Background: an optimization exercise with open tools, aiming at small area. Do not read the settings as production practice. Function was checked by simulation only, so behaviour that the tests miss may differ from the original. Power figures rest on the tool's default switching activity, not on a simulated workload.

## flow/design.v

```verilog
package yuv_fb_pkg;
    localparam int unsigned Y_SAMPLES_PER_WORD = 5;
    localparam int unsigned C_SAMPLES_PER_WORD = 18;
    localparam int unsigned Y_WORD_W           = 40;
    localparam int unsigned C_WORD_W           = 144;
    typedef enum logic [2:0] {
        IDLE   = 3'b000,
        LOAD   = 3'b010,
        LOAD2  = 3'b001,
        STREAM = 3'b100,
        DONE   = 3'b011
    } fb_state_e;
endpackage
module yuv_aoi222 (
    input  logic a0, s0, a1, s1, a2, s2,
    output logic y
);
    assign y = ~((a0 & s0) | (a1 & s1) | (a2 & s2));
endmodule
module yuv_aoi22 (
    input  logic a0, s0, a1, s1,
    output logic y
);
    assign y = ~((a0 & s0) | (a1 & s1));
endmodule
module yuv_incbit (
    input  logic a, p, c, clr,
    output logic y
);
    assign y = a ^ ((c & p) | (clr & a));
endmodule
module yuv_prefix_and #(
    parameter int unsigned W  = 16,
    parameter bit          UD = 1'b0      
) (
    input  logic [W-1:0] a,
    input  logic         dn,
    output logic [W-1:0] p
);
    always_comb begin
        p[0] = 1'b1;
        for (int unsigned i = 1; i < W; i++)
            p[i] = p[i-1] & (a[i-1] ^ (UD & dn));
    end
endmodule
module yuv_inc #(
    parameter int unsigned W  = 16,
    parameter bit          UD = 1'b0      
) (
    input  logic [W-1:0] a,
    input  logic         dn,
    input  logic         c,
    input  logic         clr,
    output logic [W-1:0] y
);
    logic [W-1:0] p;
    yuv_prefix_and #(.W(W), .UD(UD)) u_p (.a(a), .dn(dn), .p(p));
    for (genvar i = 0; i < W; i++) begin : g_bit
        yuv_incbit u_b (.a(a[i]), .p(p[i]), .c(c), .clr(clr), .y(y[i]));
    end
endmodule
module packed_lane_unpacker #(
    parameter int unsigned SAMPLES = 5
) (
    input  logic [SAMPLES*8-1:0] q,
    input  logic [SAMPLES-1:0]   hot,
    output logic [7:0]           sample
);
    localparam int unsigned G3 = SAMPLES / 3;
    localparam int unsigned G  = (SAMPLES + 2) / 3;
    localparam int unsigned R  = SAMPLES % 3;
    for (genvar b = 0; b < 8; b++) begin : g_bit
        logic [G-1:0] g_n;
        for (genvar g = 0; g < G3; g++) begin : g_3
            yuv_aoi222 u_s (
                .a0(q[8*(3*g) + b]),   .s0(hot[3*g]),
                .a1(q[8*(3*g+1) + b]), .s1(hot[3*g+1]),
                .a2(q[8*(3*g+2) + b]), .s2(hot[3*g+2]),
                .y(g_n[g])
            );
        end
        if (R == 2) begin : g_2
            yuv_aoi22 u_s (
                .a0(q[8*(3*G3) + b]),   .s0(hot[3*G3]),
                .a1(q[8*(3*G3+1) + b]), .s1(hot[3*G3+1]),
                .y(g_n[G3])
            );
        end else if (R == 1) begin : g_1
            assign g_n[G3] = ~(q[8*(3*G3) + b] & hot[3*G3]);
        end
        assign sample[b] = ~&g_n;
    end
endmodule
module yuv420_fb_reader #(
    parameter int unsigned WIDTH  = 640,
    parameter int unsigned HEIGHT = 480,
    parameter int unsigned Y_AW   = 16,
    parameter int unsigned C_AW   = 13
) (
    input  logic                MIPI_PIXEL_CLK,
    input  logic                RESET_N,
    input  logic                frame_start,
    output logic                busy,
    output logic                frame_done,
    output logic [Y_AW-1:0]     y_rdaddress,
    input  logic [yuv_fb_pkg::Y_WORD_W-1:0] y_q,
    output logic [C_AW-1:0]     u_rdaddress,
    input  logic [yuv_fb_pkg::C_WORD_W-1:0] u_q,
    output logic [C_AW-1:0]     v_rdaddress,
    input  logic [yuv_fb_pkg::C_WORD_W-1:0] v_q,
    output logic                pix_valid,
    input  logic                pix_ready,
    output logic [7:0]          pix_y,
    output logic [7:0]          pix_u,
    output logic [7:0]          pix_v,
    output logic                pix_sof,
    output logic                pix_eol
);
    localparam int unsigned YS = yuv_fb_pkg::Y_SAMPLES_PER_WORD;    
    localparam int unsigned CS = yuv_fb_pkg::C_SAMPLES_PER_WORD;    
    localparam int unsigned LW = $clog2(WIDTH / YS);                
    yuv_fb_pkg::fb_state_e state_q, state_d;
    logic [Y_AW-1:0] ya, y_next;    
    logic [2:0]      yo;            
    logic [C_AW-1:0] ca, c_next;    
    logic [4:0]      co;            
    logic            sof_q;         
    logic idle, load, load2, stream, xfer, y_wrap, eol, last_row;
    logic odd_row, c_step, c_wrap, y_inc, c_ge14, c_bor;
    logic c_dn, c0, c1, c4, c_t1, c_g;
    logic [2:0]    yo_inc;          
    logic [4:0]    co_inc, co_add4;  
    logic [YS-1:0] y_hot;
    logic [CS-1:0] c_hot;
    assign idle     = (state_q == yuv_fb_pkg::IDLE);
    assign load     = (state_q == yuv_fb_pkg::LOAD);
    assign load2    = (state_q == yuv_fb_pkg::LOAD2);
    assign stream   = state_q[2];
    assign xfer     = stream && pix_ready;
    assign y_wrap   = yo[2];                                    
    assign eol      = y_wrap && (&ya[LW-1:0]);                  
    assign last_row = ya[LW+8] & ya[LW+7] & ya[LW+6] & ya[LW+4] & ya[LW+3]
                    & ya[LW+2] & ya[LW+1] & ya[LW];
    assign odd_row  = ya[LW];
    assign c_step   = xfer && (ya[0] ^ yo[0]);
    assign c_wrap   = co[4] & co[0];                            
    assign c_ge14   = co[4] | (co[3] & co[2] & co[1]);          
    assign y_inc    = xfer && y_wrap;
    yuv_inc #(.W(Y_AW)) u_y_inc (.a(ya), .dn(1'b0), .c(y_inc), .clr(idle), .y(y_next));
    assign c_bor    = co[4] | co[3] | co[2];
    assign c_dn     = odd_row && (load || load2);
    assign c4       = load && odd_row;
    assign c1       = load2 && odd_row && c_bor;
    assign c0       = c_step && c_wrap || load2 && odd_row && !c_bor;
    assign c_t1     = c0 && (ca[0] ^ c_dn) || c1;
    assign c_g      = c_t1 && (ca[1] ^ c_dn) && (ca[2] ^ c_dn) && (ca[3] ^ c_dn) || c4;
    assign c_next[0] = ca[0] ^ (c0 || idle && ca[0]);
    assign c_next[1] = ca[1] ^ (c_t1 || idle && ca[1]);
    assign c_next[2] = ca[2] ^ (c_t1 && (ca[1] ^ c_dn) || idle && ca[2]);
    assign c_next[3] = ca[3] ^ (c_t1 && (ca[1] ^ c_dn) && (ca[2] ^ c_dn) || idle && ca[3]);
    yuv_inc #(.W(C_AW-4), .UD(1'b1)) u_c_inc (.a(ca[C_AW-1:4]), .dn(c_dn), .c(c_g), .clr(idle), .y(c_next[C_AW-1:4]));
    always_comb begin
        state_d = state_q;
        case (state_q)
            yuv_fb_pkg::IDLE:    if (frame_start) state_d = yuv_fb_pkg::LOAD;
            yuv_fb_pkg::LOAD:    state_d = yuv_fb_pkg::LOAD2;
            yuv_fb_pkg::LOAD2:   state_d = yuv_fb_pkg::STREAM;
            yuv_fb_pkg::STREAM:  if (xfer && eol) state_d = last_row ? yuv_fb_pkg::DONE : yuv_fb_pkg::LOAD;
            yuv_fb_pkg::DONE:    state_d = yuv_fb_pkg::IDLE;
            default: state_d = yuv_fb_pkg::IDLE;
        endcase
    end
    always_ff @(posedge MIPI_PIXEL_CLK) begin
        if (!RESET_N)
            state_q <= yuv_fb_pkg::IDLE;
        else
            state_q <= state_d;
        ya <= y_next;      
        ca <= c_next;      
        if (idle) begin
            yo    <= '0;
            co    <= '0;
            sof_q <= 1'b1;
        end else begin
            if (xfer) begin
                yo    <= yo_inc;
                sof_q <= 1'b0;
            end
            if (c4)
                co <= co_add4;
            else if (c_step)
                co <= co_inc;
        end
    end
    assign yo_inc[0]  = ~yo[0] & ~yo[2];
    assign yo_inc[1]  = yo[1] ^ yo[0];
    assign yo_inc[2]  = yo[1] & yo[0];
    assign co_inc[0]  = ~co[0];
    assign co_inc[1]  = (co[1] ^ co[0]) & ~co[4];
    assign co_inc[2]  = co[2] ^ (co[1] & co[0]);
    assign co_inc[3]  = co[3] ^ (co[2] & co[1] & co[0]);
    assign co_inc[4]  = (co[3] & co[2] & co[1] & co[0]) | (co[4] & ~co[0]);
    assign co_add4[0] = co[0];
    assign co_add4[1] = co[1] ^ c_ge14;
    assign co_add4[2] = ~co[2] & ~c_ge14;
    assign co_add4[3] = (co[3] ^ co[2]) & ~c_ge14;
    assign co_add4[4] = co[3] & co[2] & ~c_ge14;
    assign y_hot[0] = ~(yo[2] | yo[1] | yo[0]);
    assign y_hot[1] = ~yo[1] &  yo[0];
    assign y_hot[2] =  yo[1] & ~yo[0];
    assign y_hot[3] =  yo[1] &  yo[0];
    assign y_hot[4] =  yo[2];
    always_comb begin
        for (int unsigned k = 0; k < 16; k++)
            c_hot[k] = (co[3:0] == 4'(k)) && (k >= 2 || !co[4]);
        c_hot[16] = co[4] & ~co[0];
        c_hot[17] = co[4] &  co[0];
    end
    packed_lane_unpacker #(.SAMPLES(YS)) u_y_sel (.q(y_q), .hot(y_hot), .sample(pix_y));
    packed_lane_unpacker #(.SAMPLES(CS)) u_u_sel (.q(u_q), .hot(c_hot), .sample(pix_u));
    packed_lane_unpacker #(.SAMPLES(CS)) u_v_sel (.q(v_q), .hot(c_hot), .sample(pix_v));
    assign busy        = |state_q;
    assign frame_done  = (state_q == yuv_fb_pkg::DONE);
    assign pix_valid   = stream;
    assign pix_sof     = sof_q;
    assign pix_eol     = eol;
    assign y_rdaddress = y_next;
    assign u_rdaddress = c_next;
    assign v_rdaddress = c_next;
endmodule
```

## flow/flow/run.sh

```bash
#!/bin/bash
# ORFS layout with these changes:
#  - synthesis maps logic with an area-oriented ABC script (flow/abc_area.script)
#    in place of ORFS's speed script; everything else in synthesis, including
#    the standard flow's synthesis wrapper (flatten, renames) and the flip-flop mapping,
#    is unchanged;
#  - port buffering uses the smallest buffer cell (buf_1);
#  - clock tree synthesis uses small clock buffers and no dummy load cells;
#  - timing-driven global placement does not keep its trial buffering.
# Each step's full output is in orfs/logs/; the make output is in synth.log and
# layout.log here.
set -euo pipefail
rm -rf scripts_area
cp -r "$FLOW_HOME/scripts" scripts_area
cp flow/abc_area.script scripts_area/abc_speed.script
bash standard.sh "SCRIPTS_DIR=$PWD/scripts_area" synth > synth.log 2>&1
bash standard.sh \
  "BUFFER_PORTS_ARGS=-buffer_cell sky130_fd_sc_hd__buf_1" \
  "GPL_KEEP_OVERFLOW=0" \
  "CTS_ARGS=-sink_clustering_enable -repair_clock_nets -dont_use_dummy_load -buf_list {sky130_fd_sc_hd__clkbuf_4 sky130_fd_sc_hd__clkbuf_8}" \
  finish > layout.log 2>&1
```

## flow/flow/abc_area.script

```
strash
&get -n
&st
&dch
&nf -R 1000
&put
strash
&get -n
&st
&dch
&nf -R 1000
&put
```

## flow/standard.sh

```bash
#!/bin/bash
# synth_recipe.tcl (not shown) runs the flow's synth.tcl, then flattens the netlist and writes it again
# the make line also repeats each setting of config.mk as NAME=value (left out here)
make -C /OpenROAD-flow-scripts/flow DESIGN_CONFIG=/design/flow/config.mk WORK_HOME=/design/flow/orfs CLKGATE_MAP_FILE= SYNTH_SCRIPT=/design/flow/synth_recipe.tcl "${@:-finish}"
```

## flow/config.mk

```make
export PLATFORM = sky130hd
export DESIGN_NAME = yuv420_fb_reader
export DESIGN_NICKNAME = yuv420_fb_reader
export VERILOG_FILES = /design/flow/design.v
export SDC_FILE = /design/flow/constraint.sdc
export NUM_CORES = 4
export LEC_CHECK = 0
export CAP_MARGIN = 10
export CORE_AREA = 2.5 2.5 147.5 67.5
export DIE_AREA = 0 0 150 70
export SLEW_MARGIN = 10
```

## flow/constraint.sdc

```tcl
create_clock -name core_clock -period 5.0 [get_ports {MIPI_PIXEL_CLK}]
set_input_delay 1.0000 -clock core_clock [delete_from_list [all_inputs] [get_ports {MIPI_PIXEL_CLK}]]
set_output_delay 1.0000 -clock core_clock [all_outputs]
set_load 0.01 [all_outputs]
```

==> results.cfg, run 1 <==
[critical_path]
cp.required_ns = 4.00
worstSetupPathType = reg -> out
cp_top_family = simple AND/OR/NAND/NOR gates
crit_chain = and2_1, a32o_1, a2bb2oi_1, nor2_1, nand2_1, o21ai_2, nand4_1, nor2_2, o21ai_0, nor2_1, a21oi_1, a21oi_1, buf_1
cp_slowest_cell = and2_1
slowest_delay_ns = 0.74
critPathMaxFanout = 17
critPathBufInv = 1
critPathLaunchType = register
cp-end-kind = output pin
cp.arrival_ns = 3.59

[timing]
slew_headroom_pct = 21.8
rsz0062_at_grt = no
drv_slew = 0
max_freq_mhz = 218
fin_crit_sh_pct = 91.9
hold_slack_ns = 0.451
setup_viol = 0
hold_viol_final = 0
layout_min_cycle_time_ns = 4.59
worst_pin_slew_ns = 1.17
finClkSkew_ns = 0.0200

[layout]
syn_to_final_growth_pct = 41.7
layout_commonest_cell = buf_1
final_cells = 927
design_area_um2 = 5100
drive_gt1_share_pct = 1.51
mostFrequentLayoutCells = buf_1, a222oi_1, dfxtp_1, nand2_1, a21oi_1
nets = 1141

[global_route]
grt_pass1_vias = 5335
grt_util_all_layers_pct = 40.7
overflow = 0
grt_pass1_wl_um = 31900
grt_max_degree = 37
grt_antenna_before_repair = 15

[logic_synthesis]
synth_nets = 769
syn-cell-area_um2 = 3600
synth_cells = 426
ys_types = 31
seq_area_frac_synth_pct = 22.8
yosys_register_bits = 41
syn_avg_cell_area_um2 = 8.46
synth.yosys.warnings = 3

[floorplan]
rows = 23
die-width_um = 150
start_util_pct = 39.9
die_y_um = 70
coreArea_um2 = 9040
die_area_um2 = 10500
io_pins = 403

[flow_run]
max_cap_violations = 0

[detailed_routing]
drt-initial-drc-count = 1118
vias = 6032
first_pass_iters = 12
route.detailed.wl_per_inst_um = 24.7
wl_um = 22900
viasPerCell = 6.51
final_antenna_net_count = 0
route.detailed.drc = 0

[clocking]
clkSinkCount = 41
clk_pin_slew_ns = 0.07
ctsResizeCount = 2
clk-insertion-delay-late_ns = 0.30
cts_setup_buffers = 0
max-clock-path-buffers = 2
cts_buffers = 5
hold_buffers = 0
cts_root_buf = clkbuf_8
cts_tree = done
htreeDepth = 2

[place]
placed_cell_area_um2 = 5000
dpl.cell_count = 916
gp_congestion = 1.07
numPortBuffers = 402
hpwl_um = 18900

[pwr]
p_per_area_nw_per_um2 = 141
ir_worst_vdd_mv = 0.101
leakage_nw = 1.53

[worst_hold_path]
holdCritPathClass = reg -> reg

[outcome]
outcome = no timing/DRC/antenna violations
[report_power, final]
group / internal (mW) / switching [mW] / total (mW)
clock: 0.0902 / 0.111 / 0.201
sequential: 0.329 / 0.00575 / 0.335
combinational: 0.0822 / 0.102 / 0.184
[kinds of logic (layout without fill, tap and decap cells)]
family | after synthesis | after routing | share of synthesized area (%)
AND/OR/NAND/NOR | 136 | 136 | 20.1
XOR/XNOR | 11 | 11 | 2.67
multiplexers | 3 | 3 | 0.868
buffers and inverters | 46 | 416 | 8.75
other | 0 | 6 | 0
flip-flops | 41 | 41 | 22.8
AO/OA/AOI/OAI | 178 | 178 | 41.0
adder cells (fa/ha/maj) | 11 | 11 | 3.82
[flip-flops by register name, summed over array words and instances, names as in the netlist]
name     count
ca          13
ya          16
sof_q        1
state_q      3
co           5
yo           3
[per-layer routing]
layer	vias to the layer above	part of all wire [%]	wire [um]	GRT usage, %
met5	-	0.33	75	0
met4	12	2.7	621	10.8
met3	74	16	3660	19.9
met2	459	39	9030	54.2
met1	2879	42	9510	57.1
li1	2608	-	-	-
[stage by stage]
stage          setup TNS, ns  utilization (%)  setup WS [ns]  power (mW)
2_1_floorplan              0                -          0.358       0.394
3_3_place_gp           -1.33             55.2         -0.309       0.516
3_5_place_dp         -0.0146             55.3       -0.00855       0.518
4_1_cts                    0             56.1         0.0866       0.717
5_1_grt                    0             56.4         0.0506       0.750
6_report                   0             56.5          0.407       0.721
[cells in the mapped netlist]
| cell type | count | area share (%) |
|---|---|---|
| a211oi_1 | 2 | 0.42 |
| a21boi_0 | 1 | 0.21 |
| a21o_1 | 1 | 0.21 |
| a21oi_1 | 30 | 4.2 |
| a222oi_1 | 104 | 29 |
| a22oi_1 | 14 | 2.9 |
| a2bb2oi_1 | 1 | 0.24 |
| a31oi_1 | 2 | 0.35 |
| a32o_1 | 1 | 0.28 |
| a32oi_1 | 1 | 0.24 |
| and2_0 | 18 | 3.1 |
| and3_1 | 6 | 1.0 |
| and4_1 | 16 | 3.9 |
| buf_4 | 38 | 7.9 |
| clkinv_1 | 8 | 0.83 |
| dfxtp_1 | 41 | 23 |
| ha_1 | 11 | 3.8 |
| mux2_1 | 1 | 0.31 |
| mux2i_1 | 2 | 0.56 |
| nand2_1 | 31 | 3.2 |
| nand3_1 | 28 | 3.9 |
| nand4_1 | 6 | 1.0 |
| nor2_1 | 20 | 2.1 |
| nor2b_1 | 2 | 0.35 |
| nor3_1 | 6 | 0.83 |
| nor3b_1 | 3 | 0.62 |
| o21a_1 | 1 | 0.21 |
| o21ai_0 | 19 | 2.6 |
| o221ai_1 | 1 | 0.24 |
| xnor2_1 | 7 | 1.7 |
| xor2_1 | 4 | 0.97 |
[path summary, 6_finish.rpt]
check	from	endpoint	slack, ns	cells after the start
max reg2reg	co[0]	ca[12]	1.80	12
min	sof_q	sof_q	0.45	2
max	co[0]	v_rdaddress[12]	0.41	13
min reg2reg	sof_q	sof_q	0.45	2
[worst reg2reg max path, delay by kind of cell, from the launching register on]
kind	cells	cell delay, ns
simple gates	6	1.59
compound gates	6	1.04
flops	1	0.51
[final cells by class]
class,instances,area (um2)
clock buffer,5,68.8
multi-input combinational,339,2490
sequential,41,821
timing repair buffer,403,1520
tap,125,156
fill,950,3930
antenna,6,15.0
inverter,8,30.0
==> inputs of run 2 (changes only) <==
--- a/flow/config.mk
+++ b/flow/config.mk
@@ -9,3 +9,4 @@
 export CORE_AREA = 2.5 2.5 147.5 67.5
 export DIE_AREA = 0 0 150 70
+export PLACE_DENSITY = 0.85
 export SLEW_MARGIN = 10
==> run 2 against run 1 <==
Sequential cell count is the same. Setup slack got worse by 0.025 ns. Utilization is 0.12 points higher. Largest cell class unchanged. Still clean. Largest power group unchanged.
==> results.cfg, run 2 <==
[floorplan]
rows = 23
start_util_pct = 39.9
die_area_um2 = 10500
io_pins = 403
coreArea_um2 = 9040
die_y_um = 70
die-width_um = 150

[logic_synthesis]
ys_async_sr_fraction_pct = 0
synth-edff-count = 0
synth_cells = 426
syn-cell-area_um2 = 3600
yosys_register_bits = 41
synth_nets = 769
syn_avg_cell_area_um2 = 8.46
yosys.area.top_type = a222oi_1
post_synth_most_frequent_cells = a222oi_1, dfxtp_1, buf_4, nand2_1, a21oi_1
synth_top_area_share_pct = 28.9
synthFlopType = dfxtp_1
yosysMostFrequentCell = a222oi_1
synth_top_cells_by_area = a222oi_1, dfxtp_1, buf_4
ys_types = 31
seq_area_frac_synth_pct = 22.8
synth.yosys.warnings = 3

[layout]
mostFrequentLayoutCells = buf_1, a222oi_1, dfxtp_1, nand2_1, a21oi_1
reg_top3 = ya (16), ca (13), co (5)
design_area_um2 = 5120
fin_util_pct = 56.6
layout_commonest_cell = buf_1
drive_gt1_share_pct = 1.76
nets = 1142
largest_register_ffs = 16
max_flop_register = ya
syn_to_final_growth_pct = 42.0

[timing]
setup_viol = 0
slew_headroom_pct = 16.7
fin_crit_sh_pct = 92.4
hold_viol_final = 0
drv_slew = 0
max_freq_mhz = 217
worst_pin_slew_ns = 1.24
rsz0062_at_grt = no
layout_min_cycle_time_ns = 4.62
finClkSkew_ns = 0.0163

[critical_path]
cp-end-kind = output pin
r2r_start = co[0]
slowest_delay_ns = 0.23
rrSetupSlack_ns = 1.94
crit_chain = buf_1, nand2_1, nor2_4, a32o_1, a2bb2oi_1, nor2_1, nand2_1, o21ai_2, nand4_1, nor2_1, o21ai_0, nor2_1, a21oi_1, a21oi_1, buf_1
crit_path_frequent_cell = nor2_1
critPathBufInv = 2
reg2reg_to = ca[12]
cp_top_family = simple AND/OR/NAND/NOR gates
cp_slowest_cell = o21ai_2
critPathMaxFanout = 7
cp.arrival_ns = 3.62
r2r_cells = 12
worstSetupPathType = in -> out
cp.required_ns = 4.00
critPathLaunchType = input pin

[detailed_routing]
wl_met1_um = 9090
wl_met2_um = 9340
top_layer = met5
final_antenna_net_count = 0
route.detailed.drc = 0
drt-initial-drc-count = 1149
first_pass_iters = 12
route.detailed.wl_per_inst_um = 24.8
wl_um = 23000
vias = 6166
wl_met3_um = 3940
viasPerCell = 6.63

[clocking]
hold_buffers = 0
clk-insertion-delay-late_ns = 0.29
cts_root_buf = clkbuf_8
clk_pin_slew_ns = 0.06
clkSinkCount = 41
htreeDepth = 2
max-clock-path-buffers = 2
cts_buffers = 5
cts_tree = done

[worst_hold_path]
hp-start = sof_q
min_to = sof_q
holdCritPathClass = reg -> reg
holdPathStages = 2

[outcome]
outcome = no timing/DRC/antenna violations

[pwr]
leakage_nw = 1.54
p_per_area_nw_per_um2 = 140
ir_worst_vdd_mv = 0.183

[global_route]
grt_pass1_vias = 5584
grt_pass1_wl_um = 32800
grt_max_degree = 37
grt_util_all_layers_pct = 40.9
grt_antenna_before_repair = 11
overflow = 0

[place]
gp_congestion = 1.06
placed_cell_area_um2 = 4990
numPortBuffers = 402
hpwl_um = 19000

[flow_run]
max_cap_violations = 0
run 2: changes by cell type in the layout (fill, tap and decap cells not counted), sizes merged:
cell   before  now
buf       403  404
diode       6    8
run 2: where the power goes:
part / internal (mW) / total, mW / switching [mW]
registers: 0.329 / 0.335 / 0.00564
logic: 0.0821 / 0.185 / 0.103
clock network: 0.0901 / 0.195 / 0.105
run 2: layout make-up:
class,instances,area [um2]
antenna,8,20.0
clock buffer,5,68.8
fill,898,3920
inverter,8,30.0
multi-input combinational,339,2500
sequential,41,821
tap,125,156
timing repair buffer,404,1520
run 2: per-stage QoR:
step / instances / setup slack (ns) / hold slack [ns] / power (mW) / setup TNS, ns
after CTS: 921 / 0.0330 / 0.471 / 0.706 / 0
after detailed placement: 916 / -0.0691 / 0.462 / 0.519 / -0.136
after floorplan: 426 / 0.358 / 0.439 / 0.394 / 0
after global routing: 923 / 0.0347 / 0.508 / 0.744 / 0
final: 930 / 0.382 / 0.475 / 0.715 / 0
after global placement: 915 / -0.0609 / 0.451 / 0.514 / -0.120
run 2: repair_timing:
action | 4_1_cts | 5_1_grt
pin swaps | 0 | 1
setup endpoints to repair | 4 | 10
gates resized for setup | 2 | 7
buffers inserted | 0 | 1
run 2: worst max path at each step:
stage / start / depth (start not counted) / to / slack [ns]
5_1_grt: pix_ready / 15 / u_rdaddress[12] / 0.03
2_1_floorplan: state_q[2] / 14 / u_rdaddress[12] / 0.36
4_1_cts: pix_ready / 15 / u_rdaddress[12] / 0.03
3_3_place_gp: state_q[2] / 14 / v_rdaddress[12] / -0.06
6_report: pix_ready / 15 / u_rdaddress[12] / 0.38
3_5_place_dp: pix_ready / 15 / u_rdaddress[12] / -0.07
run 2: cells by family after synthesis:
group           synth area share (%)
compound gates                  41.0
simple gates                    20.1
buf+inv                         8.75
flops                           22.8
xor+xnor                        2.67
fa+ha+maj                       3.82
mux                            0.868
run 2: worst reg2reg max path, cell delays in order (launching register included):
cell,delay (ns)
dfxtp_1,0.51
and2_2,0.51
a32o_1,0.25
a2bb2oi_1,0.11
nor2_1,0.19
nand2_1,0.12
o21ai_2,0.23
nand4_1,0.17
nor2_1,0.23
o21ai_0,0.20
nor2_1,0.18
a21oi_1,0.05
a21oi_1,0.23
run 2: layer usage:
layer / global-route usage, % / vias to the layer above
li1: - / 2612
met1: 52.6 / 2892
met2: 57.4 / 570
met3: 24.9 / 84
met4: 9.97 / 8
met5: 0 / -
==> inputs of run 3 (changes only) <==
--- a/flow/flow/run.sh
+++ b/flow/flow/run.sh
@@ -6,6 +6,5 @@
 #    is unchanged;
 #  - port buffering uses the smallest buffer cell (buf_1);
-#  - clock tree synthesis uses small clock buffers and no dummy load cells;
-#  - timing-driven global placement does not keep its trial buffering.
+#  - clock tree synthesis uses small clock buffers and no dummy load cells.
 # Each step's full output is in orfs/logs/; the make output is in synth.log and
 # layout.log here.
@@ -17,5 +16,4 @@
 bash standard.sh \
   "BUFFER_PORTS_ARGS=-buffer_cell sky130_fd_sc_hd__buf_1" \
-  "GPL_KEEP_OVERFLOW=0" \
   "CTS_ARGS=-sink_clustering_enable -repair_clock_nets -dont_use_dummy_load -buf_list {sky130_fd_sc_hd__clkbuf_4 sky130_fd_sc_hd__clkbuf_8}" \
   finish > layout.log 2>&1
==> flow/config.mk (replaced) <==
export PLATFORM = sky130hd
export DESIGN_NAME = yuv420_fb_reader
export DESIGN_NICKNAME = yuv420_fb_reader
export VERILOG_FILES = /design/flow/design.v
export SDC_FILE = /design/flow/constraint.sdc
export NUM_CORES = 4
export LEC_CHECK = 0
export CAP_MARGIN = 0
export CORE_AREA = 2.5 2.5 137.5 89.5
export DIE_AREA = 0 0 140 92
export SLEW_MARGIN = 0
==> run 3 against run 2 <==
Global-route usage down 8.0 points. Still clean. Critical endpoint is now v_rdaddress[12]. Sequential cell count unchanged. Wire length up 1.0%. Setup slack worse by 0.019 ns. Die area up 23%. First-iteration DRC count down 9.0%. Final cell count up 3.8%. Register-to-register slack worse by 0.03 ns. Sequential power about the same. Via count down 1.9%. Clock skew down 0.0013 ns.
==> results.cfg, run 3 <==
[critical_path]
cp.required_ns = 4.00
crit_path_frequent_cell = nor2_1
cp-end-kind = output pin
worstSetupPathType = in -> out
cp.arrival_ns = 3.64
r2r_start = state_q[1]
critPathLaunchType = input pin
crit_chain = buf_1, nand2_1, nor2_1, a32o_1, a2bb2oi_1, nor2_1, nand2_1, o21ai_0, nand4_1, nor2_1, o21ai_0, nor2_1, a21oi_1, a21oi_1, buf_1
slowest_delay_ns = 0.27
crit_path_start = pix_ready
cp_slowest_cell = o21ai_0
critPathMaxFanout = 7

[layout]
fill_cells = 1182
fin_util_pct = 46.1
final_cells = 965
regArea_um2 = 821
syn_to_final_growth_pct = 45.0
nets = 1155
layout_commonest_cell = buf_1
max_flop_register = ya
design_area_um2 = 5220
drive_gt1_share_pct = 2.84
mostFrequentLayoutCells = buf_1, a222oi_1, dfxtp_1, nand2_1, a21oi_1
reg_top3 = ya (16), ca (13), co (5)
largest_register_ffs = 16
multiInputGateArea_um2 = 2480

[floorplan]
io_pins = 403
die_area_um2 = 12900
start_util_pct = 31.8
coreArea_um2 = 11300
die-width_um = 140
die_y_um = 92
rows = 31

[logic_synthesis]
synth_top_cells_by_area = a222oi_1, dfxtp_1, buf_4
ys_types = 31
synth_top_area_share_pct = 28.9
yosys.area.top_type = a222oi_1
synthFlopType = dfxtp_1
synth_cells = 426
seq_area_frac_synth_pct = 22.8
synth.yosys.warnings = 3
yosysMostFrequentCell = a222oi_1
ys_async_sr_fraction_pct = 0
synth_nets = 769
post_synth_most_frequent_cells = a222oi_1, dfxtp_1, buf_4, nand2_1, a21oi_1
syn_avg_cell_area_um2 = 8.46
syn-cell-area_um2 = 3600
yosys_register_bits = 41
synth-edff-count = 0

[place]
gp_congestion = 1.00
hpwl_um = 18800
dpl.cell_count = 953
post-place-ws_ns = 0.409
numPortBuffers = 402
placed_cell_area_um2 = 5130

[clocking]
cts_root_buf = clkbuf_8
cts_setup_buffers = 0
ctsResizeCount = 0
clk-insertion-delay-late_ns = 0.30
max-clock-path-buffers = 2
hold_buffers = 0
cts_buffers = 5
clk_pin_slew_ns = 0.07
cts_tree = done
clkSinkCount = 41
htreeDepth = 2

[global_route]
overflow = 0
grt_antenna_before_repair = 7
grt_max_degree = 26
grt_util_all_layers_pct = 32.9
grt_pass1_vias = 5495
grt_pass1_wl_um = 32500

[timing]
worst_pin_slew_ns = 1.34
rsz0062_at_grt = no
hold_slack_ns = 0.460
slew_headroom_pct = 10.3
hold_viol_final = 0
layout_min_cycle_time_ns = 4.64
fin_ws_ns = 0.363
max_freq_mhz = 216
finClkSkew_ns = 0.0150
setup_viol = 0
tns_ns = 0
fin_crit_sh_pct = 92.7
drv_slew = 0

[detailed_routing]
drt-initial-drc-count = 1046
route.detailed.drc = 0
route.detailed.wl_per_inst_um = 24.1
vias = 6047
wl_um = 23300
first_pass_iters = 12
final_antenna_net_count = 0
viasPerCell = 6.27

[pwr]
leakage_nw = 1.60
finalPower_uw = 724
ir_worst_vdd_mv = 0.116
p_per_area_nw_per_um2 = 139

[worst_hold_path]
holdCritPathClass = reg -> reg
hp-start = sof_q

[flow_run]
max_cap_violations = 0

[outcome]
outcome = no timing/DRC/antenna violations
run 3: cell counts after synthesis:
Identical to the previous run, type by type.
run 3: report_power, final:
group	total, mW	switching, mW	internal (mW)
Clock	0.197	0.107	0.0901
Combinational	0.192	0.108	0.0846
Sequential	0.335	0.00528	0.329
Total	0.724	0.220	0.504
run 3: path summary, 6_finish.rpt:
check,to,slack (ns),cells past startpoint
min,sof_q,0.46,2
max reg2reg,ca[12],1.91,14
max,v_rdaddress[12],0.36,15
min reg2reg,sof_q,0.46,2
run 3: cell families (layout without fill, tap and decap cells):
logic type,count (synthesis),after routing,synth area share (%)
adders and majority gates,11,11,3.82
AOI/OAI and AO/OA,178,178,41.0
DFF,41,41,22.8
other,0,7,0
buffers and inverters,46,430,8.75
and+or+nand+nor,136,136,20.1
muxes,3,3,0.868
xor gates and xnor gates,11,11,2.67
run 3: area by class of cell:
| class | instances | share of cell area, % |
|---|---|---|
| multi-input combinational | 339 | 47.5 |
| timing repair buffer | 417 | 31.0 |
| sequential | 41 | 15.7 |
| tap | 148 | 3.54 |
| clock buffer | 5 | 1.32 |
| inverter | 8 | 0.575 |
| antenna | 7 | 0.335 |
run 3: critical path: cells and delay by family:
family | cells | cell delay (ns)
buf+inv | 2 | 0.32
compound gates | 6 | 1.05
simple gates | 7 | 1.26
run 3: per-layer routing:
metal  up-vias  routed length, um  part of all wire (%)  GRT usage (%)
li1       2633                  -                     -              -
met1      2885               9220                    40           44.4
met2       484              10300                    44           49.2
met3        45               3050                    13           11.5
met4         0                638                   2.7           10.7
met5         -                  0                     0              0
==> inputs of run 4 (changes only) <==
--- a/flow/flow/run.sh
+++ b/flow/flow/run.sh
@@ -6,5 +6,7 @@
 #    is unchanged;
 #  - port buffering uses the smallest buffer cell (buf_1);
-#  - clock tree synthesis uses small clock buffers and no dummy load cells.
+#  - clock tree synthesis uses small clock buffers and no dummy load cells;
+#  - timing-driven global placement does not keep its trial buffering;
+#  - repair may resize a gate to a cell of another footprint (MATCH_CELL_FOOTPRINT=0).
 # Each step's full output is in orfs/logs/; the make output is in synth.log and
 # layout.log here.
@@ -16,4 +18,6 @@
 bash standard.sh \
   "BUFFER_PORTS_ARGS=-buffer_cell sky130_fd_sc_hd__buf_1" \
+  "GPL_KEEP_OVERFLOW=0" \
+  "MATCH_CELL_FOOTPRINT=0" \
   "CTS_ARGS=-sink_clustering_enable -repair_clock_nets -dont_use_dummy_load -buf_list {sky130_fd_sc_hd__clkbuf_4 sky130_fd_sc_hd__clkbuf_8}" \
   finish > layout.log 2>&1
--- a/flow/config.mk
+++ b/flow/config.mk
@@ -6,6 +6,6 @@
 export NUM_CORES = 4
 export LEC_CHECK = 0
-export CAP_MARGIN = 0
-export CORE_AREA = 2.5 2.5 137.5 89.5
-export DIE_AREA = 0 0 140 92
-export SLEW_MARGIN = 0
+export CAP_MARGIN = 10
+export CORE_AREA = 2.5 2.5 147.5 67.5
+export DIE_AREA = 0 0 150 70
+export SLEW_MARGIN = 10
==> run 4 against run 3 <==
Wire length fell by 1.6%. Sequential cell count did not move. Sequential share of layout area rose by 0.37 points. Total power fell by 0.47%. Global-route usage rose by 7.8 points. Register-to-register slack got worse by 0.11 ns. Critical path type is now reg -> out.
==> results.cfg, run 4 <==
[outcome]
outcome = no timing/DRC/antenna violations

[layout]
drive_gt1_share_pct = 1.51
mostFrequentLayoutCells = buf_1, a222oi_1, dfxtp_1, nand2_1, a21oi_1
reg_top3 = ya (16), ca (13), co (5)
syn_to_final_growth_pct = 41.7
largest_register_ffs = 16
nets = 1141
max_flop_register = ya
fin_util_pct = 56.5
layout_commonest_cell = buf_1

[timing]
hold_slack_ns = 0.451
setup_viol = 0
finClkSkew_ns = 0.0200
layout_min_cycle_time_ns = 4.59
slew_headroom_pct = 21.8
rsz0062_at_grt = no
fin_crit_sh_pct = 91.9
fin_ws_ns = 0.407
drv_slew = 0
hold_viol_final = 0
worst_pin_slew_ns = 1.17
max_freq_mhz = 218

[pwr]
p_per_area_nw_per_um2 = 141
ir_worst_vdd_mv = 0.101
leakage_nw = 1.53

[logic_synthesis]
synth_top_cells_by_area = a222oi_1, dfxtp_1, buf_4
synth_top_family_by_area = compound AO/OA/AOI/OAI gates
synthAdderAreaFrac_pct = 3.82
ys_async_sr_fraction_pct = 0
synth_nets = 769
seq_area_frac_synth_pct = 22.8
yosys.area.top_type = a222oi_1
syn-cell-area_um2 = 3600
synth.yosys.warnings = 3
synth-edff-count = 0
ys_types = 31
yosys_register_bits = 41
synthFlopType = dfxtp_1
synth_top_area_share_pct = 28.9
synthMuxAreaShare_pct = 0.868
post_synth_most_frequent_cells = a222oi_1, dfxtp_1, buf_4, nand2_1, a21oi_1
synth_cells = 426
yosysMostFrequentCell = a222oi_1
synthXorXnorAreaFrac_pct = 2.67
synth_compound_area_share_pct = 41.0
syn_avg_cell_area_um2 = 8.46
yosys.area_share.simple_pct = 20.1

[floorplan]
start_util_pct = 39.9
rows = 23
io_pins = 403
die-width_um = 150
die_y_um = 70
die_area_um2 = 10500
coreArea_um2 = 9040

[clocking]
cts_root_buf = clkbuf_8
cts_setup_buffers = 0
clkSinkCount = 41
clk-insertion-delay-late_ns = 0.30
clk_pin_slew_ns = 0.07
max-clock-path-buffers = 2
cts_tree = done
cts_buffers = 5
htreeDepth = 2

[detailed_routing]
route.detailed.wl_per_inst_um = 24.7
first_pass_iters = 12
viasPerCell = 6.51
wl_um = 22900
final_antenna_net_count = 0
vias = 6032
drt-initial-drc-count = 1118
route.detailed.drc = 0

[critical_path]
worstSetupPathType = reg -> out
critPathBufInv = 1
critPathMaxFanout = 17
cp_top_family = simple AND/OR/NAND/NOR gates
critPathLaunchType = register
cp.required_ns = 4.00
crit_chain = and2_1, a32o_1, a2bb2oi_1, nor2_1, nand2_1, o21ai_2, nand4_1, nor2_2, o21ai_0, nor2_1, a21oi_1, a21oi_1, buf_1
slowest_delay_ns = 0.74
cp-end-kind = output pin
cp_slowest_cell = and2_1
cp.arrival_ns = 3.59

[global_route]
overflow = 0
grt_util_all_layers_pct = 40.7
grt_max_degree = 37
grt_pass1_vias = 5335
grt_antenna_before_repair = 15
grt_pass1_wl_um = 31900

[flow_run]
max_cap_violations = 0

[place]
gp_congestion = 1.07
numPortBuffers = 402
hpwl_um = 18900
post-place-ws_ns = -0.00855

[worst_hold_path]
holdCritPathClass = reg -> reg
run 4: final timing paths:
path / depth (start not counted) / from / to / slack, ns
worst max-delay path: 13 / co[0] / v_rdaddress[12] / 0.41
worst min-delay path: 2 / sof_q / sof_q / 0.45
worst max register to register: 12 / co[0] / ca[12] / 1.80
worst min register to register: 2 / sof_q / sof_q / 0.45
run 4: layout make-up:
class	count	area (um2)
Multi-Input combinational cell	339	2490
Antenna cell	6	15.0
Timing Repair Buffer	403	1520
Sequential cell	41	821
Tap cell	125	156
Clock buffer	5	68.8
Fill cell	950	3930
Inverter	8	30.0
run 4: kinds of logic after synthesis:
| kind of cell | after synthesis |
|---|---|
| AO/OA/AOI/OAI | 178 |
| flip-flops | 41 |
| multiplexers | 3 |
| adder cells (fa/ha/maj) | 11 |
| AND/OR/NAND/NOR | 136 |
| XOR/XNOR | 11 |
| buffers and inverters | 46 |
run 4: timing repair:
action,4_1_cts,5_1_grt
resized for setup,2,6
setup endpoints to repair,2,8
hold buffers,0,0
gates cloned,0,0
run 4: per-layer routing:
layer | share of wire (%) | GRT usage [%] | vias up
met1 | 42 | 57.1 | 2879
met3 | 16 | 19.9 | 74
met4 | 2.7 | 10.8 | 12
met5 | 0.33 | 0 | -
li1 | - | - | 2608
met2 | 39 | 54.2 | 459
run 4: per-stage QoR:
| stage | power, mW | TNS, ns | instances | instance area (um2) |
|---|---|---|---|---|
| floorplan | 0.394 | 0 | 426 | 3600 |
| global placement | 0.516 | -1.33 | 915 | 4980 |
| detailed placement | 0.518 | -0.0146 | 916 | 5000 |
| CTS | 0.717 | 0 | 921 | 5070 |
| global route | 0.750 | 0 | 922 | 5090 |
| finish | 0.721 | 0 | 927 | 5100 |
run 4: power by group:
part / switching, mW / internal, mW
Combinational: 0.102 / 0.0822
Clock: 0.111 / 0.0902
Sequential: 0.00575 / 0.329
run 4: worst reg2reg max path, stage by stage (launching register included):
cell and delay (ns):
dfxtp_1 0.51, and2_1 0.74, a32o_1 0.27, a2bb2oi_1 0.11, nor2_1 0.19, nand2_1 0.12, o21ai_2 0.25, nand4_1 0.20
nor2_2 0.18, o21ai_0 0.16, nor2_1 0.16, a21oi_1 0.05, a21oi_1 0.20
==> inputs of run 5 (changes only) <==
--- a/flow/flow/run.sh
+++ b/flow/flow/run.sh
@@ -2,7 +2,8 @@
 # ORFS layout with these changes:
 #  - synthesis maps logic with an area-oriented ABC script (flow/abc_area.script)
-#    in place of ORFS's speed script; everything else in synthesis, including
-#    the standard flow's synthesis wrapper (flatten, renames) and the flip-flop mapping,
-#    is unchanged;
+#    in place of ORFS's speed script, and leaves adders to ABC instead of
+#    pre-mapping them to half/full-adder cells; everything else in synthesis,
+#    including the standard flow's synthesis wrapper (flatten, renames) and the flip-flop
+#    mapping, is unchanged;
 #  - port buffering uses the smallest buffer cell (buf_1);
 #  - clock tree synthesis uses small clock buffers and no dummy load cells;
@@ -15,5 +16,5 @@
 cp -r "$FLOW_HOME/scripts" scripts_area
 cp flow/abc_area.script scripts_area/abc_speed.script
-bash standard.sh "SCRIPTS_DIR=$PWD/scripts_area" synth > synth.log 2>&1
+bash standard.sh "SCRIPTS_DIR=$PWD/scripts_area" "ADDER_MAP_FILE=" synth > synth.log 2>&1
 bash standard.sh \
   "BUFFER_PORTS_ARGS=-buffer_cell sky130_fd_sc_hd__buf_1" \
==> flow/flow/abc_area.script (replaced) <==
strash
&get -n
&st
&dch
&nf -R 1000
&put
==> run 5 against run 4 <==
Area after synthesis down 2.6%. Fmax up 0.42%. Clock skew down 0.0062 ns. Design area up 1.2%. Still clean. Critical path type is now in -> out. Die area unchanged. Global-route usage up 4.1 points. Synthesized cell count up 1.6%. Register-to-register slack better by 0.07 ns. Final cell count up 1.9%. Clock power about the same. Largest cell class unchanged.
==> results.cfg, run 5 <==
[detailed_routing]
drt-initial-drc-count = 1305
first_pass_iters = 10
vias = 6236
route.detailed.drc = 0
route.detailed.wl_per_inst_um = 26.4
viasPerCell = 6.60
wl_um = 25000
final_antenna_net_count = 0

[clocking]
cts_setup_buffers = 0
clkSinkCount = 41
clk-insertion-delay-late_ns = 0.30
clk_pin_slew_ns = 0.07
max-clock-path-buffers = 2
cts_buffers = 5
cts_root_buf = clkbuf_8
htreeDepth = 2
cts_tree = done

[timing]
hold_viol_final = 0
tns_ns = 0
drv_slew = 0
worst_pin_slew_ns = 1.31
layout_min_cycle_time_ns = 4.57
slew_headroom_pct = 12.5
max_freq_mhz = 219
finClkSkew_ns = 0.0138
rsz0062_at_grt = no
setup_viol = 0
fin_crit_sh_pct = 91.5
fin_ws_ns = 0.426

[floorplan]
die_area_um2 = 10500
start_util_pct = 38.8
coreArea_um2 = 9040
rows = 23
die-width_um = 150
die_y_um = 70
io_pins = 403

[logic_synthesis]
synth_cells = 433
synthFlopType = dfxtp_1
synth_nets = 765
syn_avg_cell_area_um2 = 8.11
synth_top_area_share_pct = 29.1
ys_types = 27
synth_top_cells_by_area = a222oi_1, dfxtp_1, buf_4
synth.yosys.warnings = 3
yosysMostFrequentCell = a222oi_1
seq_area_frac_synth_pct = 23.4
ys_async_sr_fraction_pct = 0
post_synth_most_frequent_cells = a222oi_1, dfxtp_1, nand2_1, nand3_1, buf_4
yosys_register_bits = 41
syn-cell-area_um2 = 3510
yosys.area.top_type = a222oi_1
synth-edff-count = 0

[worst_hold_path]
holdCritPathClass = reg -> reg
holdPathStages = 2
hp-start = sof_q

[layout]
syn_to_final_growth_pct = 47.1
nets = 1147
regArea_um2 = 821
final_cells = 945
mostFrequentLayoutCells = buf_1, a222oi_1, dfxtp_1, nand2_1, nand3_1
multiInputGateArea_um2 = 2460
max_flop_register = ya
fill_cells = 947
largest_register_ffs = 16
reg_top3 = ya (16), ca (13), co (5)
layout_commonest_cell = buf_1
drive_gt1_share_pct = 4.31
fin_util_pct = 57.1

[critical_path]
cp.arrival_ns = 3.57
worstSetupPathType = in -> out
cp-end-kind = output pin
critPathLaunchType = input pin
crit_path_start = pix_ready
r2r_start = co[0]
r2r_cells = 11
cp.required_ns = 4.00
critPathMaxFanout = 8

[place]
gp_congestion = 1.06
dpl.cell_count = 933
post-place-ws_ns = 0.115
hpwl_um = 20700
numPortBuffers = 402

[flow_run]
max_cap_violations = 0

[pwr]
leakage_nw = 1.51
ir_worst_vdd_mv = 0.149
p_per_area_nw_per_um2 = 141
finalPower_uw = 726

[global_route]
grt_pass1_wl_um = 34700
grt_util_all_layers_pct = 44.7
grt_pass1_vias = 5551
overflow = 0
grt_max_degree = 36
grt_antenna_before_repair = 4

[outcome]
outcome = no timing/DRC/antenna violations
-- run 5: routing by layer --
metal | wire length [um] | global-route usage, % | part of all wire (%)
met5 | 0 | 0 | 0
met4 | 666 | 8.41 | 2.7
met3 | 4410 | 19.4 | 18
met2 | 9480 | 59.9 | 38
met1 | 10400 | 65.3 | 42
-- run 5: worst paths after layout --
path              slack (ns)              end
setup / recovery        0.43  v_rdaddress[12]
hold reg to reg         0.46            sof_q
hold / removal          0.46            sof_q
setup reg to reg        1.87           ca[12]
-- run 5: cell type report --
| type | count | share of cell area (%) |
|---|---|---|
| multi-input combinational | 351 | 47.6 |
| timing repair buffer | 413 | 31.6 |
| sequential | 41 | 15.9 |
| tap | 125 | 3.03 |
| clock buffer | 5 | 1.33 |
| antenna | 7 | 0.339 |
| inverter | 3 | 0.218 |
-- run 5: what timing repair did --
item                                    CTS  global route
hold endpoints to repair                  0             0
endpoints found under the setup margin    6             8
resized for setup                         1             4
hold buffers                              0             0
-- run 5: metrics by stage --
step                hold WS (ns)  cell area, um2
floorplan                  0.439            3510
global placement           0.442            4890
detailed placement         0.447            5060
CTS                        0.458            5130
global route               0.492            5150
finish                     0.457            5160
-- run 5: critical path, cell delays in order --
cell	delay, ns
buf_1	0.08
nand2_1	0.17
nor2_2	0.33
nand2_1	0.08
o21ai_0	0.15
a22oi_1	0.19
nor3_2	0.31
a21oi_1	0.19
nor2_2	0.27
o211ai_1	0.18
nor2_1	0.16
a21oi_1	0.05
a21oi_1	0.21
buf_1	0.18
-- run 5: power by group --
| group | total [mW] | switching [mW] | internal [mW] | leakage (nW) |
|---|---|---|---|---|
| registers | 0.335 | 0.00531 | 0.329 | 0.331 |
| logic | 0.189 | 0.107 | 0.0820 | 1.14 |
| clock network | 0.202 | 0.112 | 0.0901 | 0.0360 |
| total | 0.726 | 0.225 | 0.502 | 1.51 |
-- run 5: kinds of logic (layout without fill, tap and decap cells) --
group / after synthesis / count (layout) / share of synthesized area (%)
compound gates: 170 / 170 / 40.4
simple gates: 166 / 166 / 23.9
flops: 41 / 41 / 23.4
buf+inv: 41 / 421 / 8.45
xor+xnor: 12 / 12 / 2.99
mux: 3 / 3 / 0.856
other cells: 0 / 7 / 0
==> inputs of run 6 (changes only) <==
--- a/flow/flow/run.sh
+++ b/flow/flow/run.sh
@@ -8,6 +8,5 @@
 #  - port buffering uses the smallest buffer cell (buf_1);
 #  - clock tree synthesis uses small clock buffers and no dummy load cells;
-#  - timing-driven global placement does not keep its trial buffering;
-#  - repair may resize a gate to a cell of another footprint (MATCH_CELL_FOOTPRINT=0).
+#  - timing-driven global placement does not keep its trial buffering.
 # Each step's full output is in orfs/logs/; the make output is in synth.log and
 # layout.log here.
@@ -20,5 +19,4 @@
   "BUFFER_PORTS_ARGS=-buffer_cell sky130_fd_sc_hd__buf_1" \
   "GPL_KEEP_OVERFLOW=0" \
-  "MATCH_CELL_FOOTPRINT=0" \
   "CTS_ARGS=-sink_clustering_enable -repair_clock_nets -dont_use_dummy_load -buf_list {sky130_fd_sc_hd__clkbuf_4 sky130_fd_sc_hd__clkbuf_8}" \
   finish > layout.log 2>&1
==> run 6 against run 5 <==
Wire length is the same. Still clean on timing, DRC and antenna. Final cell count is the same. Synthesized cell count is the same. Setup slack is the same. Largest cell class unchanged. Clock-buffer cell count is the same. Fmax unchanged. Critical path type unchanged. Largest power group unchanged. Critical endpoint unchanged.
==> results.cfg, run 6 <==
[critical_path]
worstSetupPathType = in -> out
crit_chain = buf_1, nand2_1, nor2_2, nand2_1, o21ai_0, a22oi_1, nor3_2, a21oi_1, nor2_2, o211ai_1, nor2_1, a21oi_1, a21oi_1, buf_1
slowest_delay_ns = 0.33
cp.required_ns = 4.00
critPathLaunchType = input pin
critPathMaxFanout = 8
cp.arrival_ns = 3.57
critPathBufInv = 2
rrSetupSlack_ns = 1.87
cp-end-kind = output pin
crit_path_frequent_cell = a21oi_1
cp_top_family = simple AND/OR/NAND/NOR gates
cp_slowest_cell = nor2_2

[floorplan]
start_util_pct = 38.8
die-width_um = 150
die_y_um = 70
coreArea_um2 = 9040
die_area_um2 = 10500
io_pins = 403
rows = 23

[place]
numPortBuffers = 402
post-place-ws_ns = 0.115
hpwl_um = 20700
gp_congestion = 1.06
dpl.cell_count = 933

[detailed_routing]
viasPerCell = 6.60
drt-initial-drc-count = 1305
vias = 6236
first_pass_iters = 10
route.detailed.wl_per_inst_um = 26.4
final_antenna_net_count = 0
route.detailed.drc = 0
wl_um = 25000

[logic_synthesis]
synth_nets = 765
synth_cells = 433
synth_top_cells_by_area = a222oi_1, dfxtp_1, buf_4
ys_async_sr_fraction_pct = 0
synthFlopType = dfxtp_1
syn_avg_cell_area_um2 = 8.11
seq_area_frac_synth_pct = 23.4
synth.yosys.warnings = 3
yosys.area.top_type = a222oi_1
ys_types = 27
yosys_register_bits = 41
synth_top_area_share_pct = 29.1
post_synth_most_frequent_cells = a222oi_1, dfxtp_1, nand2_1, nand3_1, buf_4
synth-edff-count = 0
syn-cell-area_um2 = 3510
yosysMostFrequentCell = a222oi_1

[layout]
max_flop_register = ya
mostFrequentLayoutCells = buf_1, a222oi_1, dfxtp_1, nand2_1, nand3_1
largest_register_ffs = 16
fin_util_pct = 57.1
reg_top3 = ya (16), ca (13), co (5)
drive_gt1_share_pct = 4.31
syn_to_final_growth_pct = 47.1
multiInputGateArea_um2 = 2460
layout_commonest_cell = buf_1
final_cells = 945
fill_cells = 947
nets = 1147
regArea_um2 = 821

[timing]
worst_pin_slew_ns = 1.31
finClkSkew_ns = 0.0138
slew_headroom_pct = 12.5
tns_ns = 0
fin_ws_ns = 0.426
rsz0062_at_grt = no
fin_crit_sh_pct = 91.5
hold_viol_final = 0
drv_slew = 0
setup_viol = 0
max_freq_mhz = 219
layout_min_cycle_time_ns = 4.57

[clocking]
cts_buffers = 5
cts_tree = done
max-clock-path-buffers = 2
clk_pin_slew_ns = 0.07
cts_root_buf = clkbuf_8
htreeDepth = 2
clk-insertion-delay-late_ns = 0.30
clkSinkCount = 41
hold_buffers = 0

[pwr]
p_per_area_nw_per_um2 = 141
ir_worst_vdd_mv = 0.149
leakage_nw = 1.51
finalPower_uw = 726

[flow_run]
max_cap_violations = 0

[global_route]
grt_util_all_layers_pct = 44.7
overflow = 0
grt_pass1_vias = 5551
grt_max_degree = 36
grt_pass1_wl_um = 34700
grt_antenna_before_repair = 4

[outcome]
outcome = no timing/DRC/antenna violations

[worst_hold_path]
holdCritPathClass = reg -> reg
==> run 6: repair_timing <==
action,4_1_cts,5_1_grt
pin swaps,0,0
cloned,0,0
setup buffers,0,0
resized for setup,1,4
setup endpoints to repair,6,8
==> run 6: final cells by class <==
cell class	instances	area share, %
multi-input cells	351	47.6
repair buffers	413	31.6
flip-flops and latches	41	15.9
well taps	125	3.03
clock buffers	5	1.33
diodes	7	0.339
inverters	3	0.218
==> run 6: worst register-to-register path, cell delays in order, from the launching register on <==
cell and delay (ns):
dfxtp_1 0.67, and2_2 0.57, nand2_1 0.08, o21ai_0 0.15
a22oi_1 0.19, nor3_2 0.31, a21oi_1 0.19, nor2_2 0.27
o211ai_1 0.18, nor2_1 0.16, a21oi_1 0.05, a21oi_1 0.21
==> run 6: cells by family after synthesis <==
family,Yosys count,share of synthesized area [%]
mux,3,0.856
xor+xnor,12,2.99
simple gates,166,23.9
flops,41,23.4
buf+inv,41,8.45
compound gates,170,40.4
==> run 6: per-stage QoR <==
stage	area (um2)	hold slack (ns)
after floorplan	3510	0.439
after global placement	4890	0.442
after detailed placement	5060	0.447
after CTS	5130	0.458
after global routing	5150	0.492
final	5160	0.457
==> run 6: per-layer routing <==
layer | GRT usage (%) | part of all wire, %
met1 | 65.3 | 42
met2 | 59.9 | 38
met3 | 19.4 | 18
met4 | 8.41 | 2.7
met5 | 0 | 0
==> run 6: path summary, 6_finish.rpt <==
check | from | end | cells past startpoint
worst min register to register | sof_q | sof_q | 2
worst max register to register | co[0] | ca[12] | 11
worst max-delay path | pix_ready | v_rdaddress[12] | 14
worst min-delay path | sof_q | sof_q | 2
==> run 6: report_power, final <==
group | internal [mW] | switching [mW] | leakage, nW
clock | 0.0901 | 0.112 | 0.0360
combinational | 0.0820 | 0.107 | 1.14
sequential | 0.329 | 0.00531 | 0.331
==> inputs of run 7 (changes only) <==
--- a/flow/config.mk
+++ b/flow/config.mk
@@ -7,5 +7,5 @@
 export LEC_CHECK = 0
 export CAP_MARGIN = 10
-export CORE_AREA = 2.5 2.5 147.5 67.5
-export DIE_AREA = 0 0 150 70
+export CORE_AREA = 2.5 2.5 137.5 89.5
+export DIE_AREA = 0 0 140 92
 export SLEW_MARGIN = 10
==> run 7 against run 6 <==
Critical endpoint unchanged. Clock skew increased by 0.012 ns. Highest routed layer is now met5. Clock-buffer cell count unchanged. Largest power group unchanged. Still clean. Sequential share of layout area increased by 0.085 points. Design area decreased by 0.53%.
==> results.cfg, run 7 <==
[outcome]
outcome = no timing/DRC/antenna violations

[logic_synthesis]
synthMuxAreaShare_pct = 0.856
synth_compound_area_share_pct = 40.4
synthAdderAreaFrac_pct = 0
synth_top_area_share_pct = 29.1
ys_types = 27
synth-edff-count = 0
syn-cell-area_um2 = 3510
yosys_register_bits = 41
yosysMostFrequentCell = a222oi_1
synth_top_family_by_area = compound AO/OA/AOI/OAI gates
syn_avg_cell_area_um2 = 8.11
yosys.area.top_type = a222oi_1
synth_top_cells_by_area = a222oi_1, dfxtp_1, buf_4
yosys.area_share.simple_pct = 23.9
synth_nets = 765
synthXorXnorAreaFrac_pct = 2.99
synthFlopType = dfxtp_1
seq_area_frac_synth_pct = 23.4
synth_cells = 433
synth.yosys.warnings = 3
post_synth_most_frequent_cells = a222oi_1, dfxtp_1, nand2_1, nand3_1, buf_4
ys_async_sr_fraction_pct = 0

[pwr]
p_per_area_nw_per_um2 = 140
ir_worst_vdd_mv = 0.0669
finalPower_uw = 717
leakage_nw = 1.49

[clocking]
cts_setup_buffers = 0
clkSinkCount = 41
cts_buffers = 5
clk_pin_slew_ns = 0.09
cts_root_buf = clkbuf_8
clk-insertion-delay-late_ns = 0.31
max-clock-path-buffers = 2
cts_tree = done
htreeDepth = 2

[critical_path]
critPathMaxFanout = 8
rrSetupSlack_ns = 1.93
r2r_cells = 12
cp.arrival_ns = 3.55
slowest_delay_ns = 0.34
cp_slowest_cell = nor2_2
cp.required_ns = 4.00
r2r_start = state_q[2]
critPathLaunchType = input pin
reg2reg_to = ca[12]
crit_path_frequent_cell = a21oi_1
critPathBufInv = 2
worstSetupPathType = in -> out
cp_top_family = simple AND/OR/NAND/NOR gates
cp-end-kind = output pin
crit_chain = buf_1, nand2_1, nor2_2, nand2_1, o21ai_0, a22oi_1, nor3_2, a21oi_1, nor2_1, o211ai_1, nor2_1, a21oi_1, a21oi_1, buf_1

[layout]
largest_register_ffs = 16
design_area_um2 = 5140
drive_gt1_share_pct = 3.70
syn_to_final_growth_pct = 46.3
max_flop_register = ya
fill_cells = 1231
layout_commonest_cell = buf_1
reg_top3 = ya (16), ca (13), co (5)
mostFrequentLayoutCells = buf_1, a222oi_1, dfxtp_1, nand2_1, nand3_1
nets = 1144

[timing]
fin_ws_ns = 0.447
drv_slew = 0
setup_viol = 0
slew_headroom_pct = 15.4
finClkSkew_ns = 0.0257
fin_crit_sh_pct = 91.1
worst_pin_slew_ns = 1.26
hold_viol_final = 0
rsz0062_at_grt = no
max_freq_mhz = 220
tns_ns = 0
layout_min_cycle_time_ns = 4.55

[detailed_routing]
wl_um = 21200
route.detailed.wl_per_inst_um = 22.1
wl_met1_um = 8430
drt-initial-drc-count = 937
wl_met3_um = 2500
route.detailed.drc = 0
viasPerCell = 6.17
final_antenna_net_count = 0
wl_met2_um = 9850
first_pass_iters = 12
vias = 5925
top_layer = met5

[global_route]
grt_max_degree = 36
grt_util_all_layers_pct = 29.8
grt_pass1_vias = 5250
overflow = 0
grt_pass1_wl_um = 29800
grt_antenna_before_repair = 5

[flow_run]
max_cap_violations = 0

[floorplan]
die_y_um = 92
rows = 31
start_util_pct = 31.0
die-width_um = 140
coreArea_um2 = 11300
io_pins = 403
die_area_um2 = 12900

[place]
gp_congestion = 0.942
numPortBuffers = 402
placed_cell_area_um2 = 5050
post-place-ws_ns = 0.218
hpwl_um = 17300

[worst_hold_path]
hp-start = sof_q
holdCritPathClass = reg -> reg
min_to = sof_q
holdPathStages = 2
[run 7: kinds of logic after synthesis]
logic type                Yosys count
AOI/OAI and AO/OA                 170
and+or+nand+nor                   166
DFF                                41
buffers and inverters              41
xor gates and xnor gates           12
muxes                               3
[run 7: repair_timing]
item,CTS,global route
resized for setup,1,3
setup endpoints to repair,2,4
hold buffers,0,0
[run 7: area by class of cell]
type	count	area (um2)	area share (%)
antenna	3	7.51	0.146
tap	148	185	3.61
clock buffer	5	68.8	1.34
inverter	3	11.3	0.219
multi-input combinational	351	2450	47.7
sequential	41	821	16.0
timing repair buffer	410	1590	31.0
[run 7: worst reg2reg max path: stages (launching register included)]
cell	delay (ns)
dfxtp_1	0.48
nor2_1	0.11
and3_1	0.26
nor2_1	0.45
xnor2_1	0.18
a22oi_1	0.15
nor3_2	0.31
a21oi_1	0.19
nor2_1	0.24
o211ai_1	0.17
nor2_1	0.16
a21oi_1	0.05
a21oi_1	0.22
[run 7: worst max-delay path by stage]
stage	startpoint	end	slack [ns]	depth (start not counted)
6_report	pix_ready	v_rdaddress[12]	0.45	14
2_1_floorplan	pix_ready	u_rdaddress[12]	0.81	13
4_1_cts	pix_ready	v_rdaddress[12]	0.24	14
3_5_place_dp	pix_ready	v_rdaddress[12]	0.22	14
3_3_place_gp	pix_ready	u_rdaddress[12]	0.29	14
5_1_grt	pix_ready	u_rdaddress[12]	0.1	14
[run 7: report_power, final]
| part | switching, mW | internal (mW) | total [mW] |
|---|---|---|---|
| Combinational | 0.100 | 0.0820 | 0.182 |
| Sequential | 0.00535 | 0.330 | 0.335 |
| Clock | 0.110 | 0.0901 | 0.200 |
| Total | 0.216 | 0.502 | 0.717 |
[run 7: metrics by stage]
step / hold WS [ns] / std cells / utilization, %
after detailed placement: 0.450 / 953 / 44.6
final: 0.463 / 961 / 45.3
after global routing: 0.485 / 960 / 45.3
after global placement: 0.437 / 945 / 43.4
after CTS: 0.464 / 958 / 45.2
after floorplan: 0.439 / 433 / -
[run 7: routing by layer]
layer  vias to the layer above  track usage (%)
met5                         -                0
met2                       463             47.2
li1                       2639                -
met4                         2             7.76
met1                      2781             38.5
met3                        40             10.9
==> inputs of run 8 (changes only) <==
--- a/flow/design.v
+++ b/flow/design.v
@@ -217,7 +217,14 @@
         c_hot[17] = co[4] &  co[0];
     end
-    packed_lane_unpacker #(.SAMPLES(YS)) u_y_sel (.q(y_q), .hot(y_hot), .sample(pix_y));
-    packed_lane_unpacker #(.SAMPLES(CS)) u_u_sel (.q(u_q), .hot(c_hot), .sample(pix_u));
-    packed_lane_unpacker #(.SAMPLES(CS)) u_v_sel (.q(v_q), .hot(c_hot), .sample(pix_v));
+    logic [7:0] y_s, u_s, v_s;
+    packed_lane_unpacker #(.SAMPLES(YS)) u_y_sel (.q(y_q), .hot(y_hot), .sample(y_s));
+    packed_lane_unpacker #(.SAMPLES(CS)) u_u_sel (.q(u_q), .hot(c_hot), .sample(u_s));
+    packed_lane_unpacker #(.SAMPLES(CS)) u_v_sel (.q(v_q), .hot(c_hot), .sample(v_s));
+    assign pix_y       = y_s;
+    assign pix_u       = u_s;
+    assign pix_v       = v_s;
+    assign y_rdaddress = y_next;
+    assign u_rdaddress = c_next;
+    assign v_rdaddress = c_next;
     assign busy        = |state_q;
     assign frame_done  = (state_q == yuv_fb_pkg::DONE);
@@ -225,6 +232,3 @@
     assign pix_sof     = sof_q;
     assign pix_eol     = eol;
-    assign y_rdaddress = y_next;
-    assign u_rdaddress = c_next;
-    assign v_rdaddress = c_next;
-endmodule
+endmodule
--- a/flow/config.mk
+++ b/flow/config.mk
@@ -7,5 +7,6 @@
 export LEC_CHECK = 0
 export CAP_MARGIN = 10
-export CORE_AREA = 2.5 2.5 137.5 89.5
-export DIE_AREA = 0 0 140 92
+export CORE_AREA = 2.5 2.5 147.5 67.5
+export DIE_AREA = 0 0 150 70
+export PLACE_DENSITY = 0.75
 export SLEW_MARGIN = 10
==> run 8 against run 7 <==
Design area fell by 0.34%. Highest routed layer unchanged. Global-route usage rose by 14 points. Critical endpoint unchanged. Via count rose by 7.6%.
==> results.cfg, run 8 <==
[detailed_routing]
first_pass_iters = 13
wl_um = 24700
route.detailed.drc = 0
viasPerCell = 6.74
final_antenna_net_count = 0
vias = 6373
route.detailed.wl_per_inst_um = 26.1
drt-initial-drc-count = 1347

[timing]
worst_pin_slew_ns = 1.22
finClkSkew_ns = 0.00915
slew_headroom_pct = 18.5
setup_viol = 0
max_freq_mhz = 219
layout_min_cycle_time_ns = 4.56
fin_crit_sh_pct = 91.3
rsz0062_at_grt = no
hold_viol_final = 0
fin_ws_ns = 0.435
drv_slew = 0
tns_ns = 0
hold_slack_ns = 0.456

[critical_path]
critPathBufInv = 2
critPathMaxFanout = 8
crit_cells = 14
cp_top_family = simple AND/OR/NAND/NOR gates
cp.arrival_ns = 3.56
slowest_delay_ns = 0.32
rrSetupSlack_ns = 1.87
worstSetupPathType = in -> out
critPathLaunchType = input pin
cp.required_ns = 4.00
cp_slowest_cell = nor2_2
r2r_cells = 11
crit_path_frequent_cell = a21oi_1
crit_chain = buf_1, nand2_1, nor2_2, nand2_1, o21ai_0, a22oi_1, nor3_2, a21oi_1, nor2_1, o211ai_1, nor2_1, a21oi_1, a21oi_1, buf_1
reg2reg_to = ca[12]
cp-end-kind = output pin
r2r_start = co[0]

[clocking]
clkSinkCount = 41
max-clock-path-buffers = 2
htreeDepth = 2
ctsResizeCount = 0
cts_tree = done
clk-insertion-delay-late_ns = 0.29
cts_buffers = 5
cts_setup_buffers = 0
clk_pin_slew_ns = 0.07
hold_buffers = 0
cts_root_buf = clkbuf_8

[worst_hold_path]
holdPathStages = 2
holdCritPathClass = reg -> reg
min_to = sof_q
hp-start = sof_q

[pwr]
leakage_nw = 1.48
p_sw_share_pct = 29.8
p_comb_share_pct = 26.2
p_per_area_nw_per_um2 = 140
ir_worst_vdd_mv = 0.139
finalPower_uw = 714
clkPwrFrac_pct = 26.9
p_int_uw = 501
pwr-share-seq_pct = 46.9
switching_power_uw = 213

[place]
post-place-ws_ns = 0.263
dpl.cell_count = 928
numPortBuffers = 402
placed_cell_area_um2 = 5000
hpwl_um = 20000
gp_congestion = 1.19

[global_route]
overflow = 0
grt_pass1_wl_um = 33900
grt_antenna_before_repair = 21
grt_util_all_layers_pct = 43.7
grt_max_degree = 36
grt_pass1_vias = 5542

[logic_synthesis]
synth_top_cells_by_area = a222oi_1, dfxtp_1, buf_4
synth.yosys.warnings = 3
yosys_register_bits = 41
post_synth_most_frequent_cells = a222oi_1, dfxtp_1, nand2_1, nand3_1, buf_4
synth_compound_area_share_pct = 40.4
syn_avg_cell_area_um2 = 8.11
synth_nets = 765
yosys.area_share.simple_pct = 23.9
synth-edff-count = 0
syn-cell-area_um2 = 3510
ys_async_sr_fraction_pct = 0
yosys.area.top_type = a222oi_1
synth_cells = 433
synth_top_family_by_area = compound AO/OA/AOI/OAI gates
ys_types = 27
synthXorXnorAreaFrac_pct = 2.99
synthMuxAreaShare_pct = 0.856
synthFlopType = dfxtp_1
synth_top_area_share_pct = 29.1
seq_area_frac_synth_pct = 23.4
synthAdderAreaFrac_pct = 0
yosysMostFrequentCell = a222oi_1

[floorplan]
io_pins = 403
die_area_um2 = 10500
rows = 23
die_y_um = 70
coreArea_um2 = 9040
die-width_um = 150
start_util_pct = 38.8

[layout]
mostFrequentLayoutCells = buf_1, a222oi_1, dfxtp_1, nand2_1, nand3_1
final_cells = 946
max_flop_register = ya
fin_util_pct = 56.6
syn_to_final_growth_pct = 45.8
layout_commonest_cell = buf_1
nets = 1142
largest_register_ffs = 16
design_area_um2 = 5120
fill_cells = 921
reg_top3 = ya (16), ca (13), co (5)
drive_gt1_share_pct = 3.71

[flow_run]
max_cap_violations = 0

[outcome]
outcome = no timing/DRC/antenna violations
## run 8: cell counts after synthesis
No cell type changed its count.
## run 8: layout make-up
cell class | instances | area (um2) | area share [%]
Antenna cell | 13 | 32.5 | 0.636
Clock buffer | 5 | 68.8 | 1.34
Inverter | 3 | 11.3 | 0.220
Multi-Input combinational cell | 351 | 2460 | 48.0
Sequential cell | 41 | 821 | 16.0
Tap cell | 125 | 156 | 3.06
Timing Repair Buffer | 408 | 1570 | 30.7
## run 8: tightest hold or removal path: cells and delay by family (launching register included)
| family | cells | cell delay (ns) |
|---|---|---|
| AND/OR/NAND/NOR | 2 | 0.10 |
| flip-flops | 1 | 0.32 |
## run 8: worst max path at each step
stage | from | end
6_report | pix_ready | v_rdaddress[12]
5_1_grt | pix_ready | u_rdaddress[12]
4_1_cts | co[0] | u_rdaddress[12]
3_5_place_dp | pix_ready | u_rdaddress[12]
3_3_place_gp | pix_ready | u_rdaddress[12]
2_1_floorplan | pix_ready | u_rdaddress[12]
## run 8: kinds of logic after synthesis
group                     Yosys count
xor gates and xnor gates           12
DFF                                41
AOI/OAI and AO/OA                 170
muxes                               3
buffers and inverters              41
and+or+nand+nor                   166
## run 8: layer usage
metal | track usage, % | up-vias | part of all wire (%)
met1 | 55.3 | 2952 | 38
met3 | 28.8 | 128 | 18
met4 | 9.97 | 20 | 3.6
li1 | - | 2650 | -
met2 | 61.1 | 623 | 39
met5 | 0 | - | 0.58
## run 8: power by group through the flow
stage / Sequential (mW) / Clock (mW) / Combinational, mW
floorplan: 0.341 / 0 / 0.0533
global placement: 0.342 / 0 / 0.175
detailed placement: 0.342 / 0 / 0.178
CTS: 0.335 / 0.192 / 0.179
global route: 0.336 / 0.207 / 0.200
finish: 0.335 / 0.192 / 0.187

Re-timed with assumed drivers on the ports (clkbuf_16 on the clock, buf_2 on other inputs), run 8 has 0.402 ns of setup slack against 0.435 ns with ideal ports, and 0.402 ns once port delays also move by the mid clock arrival of 0.312 ns.
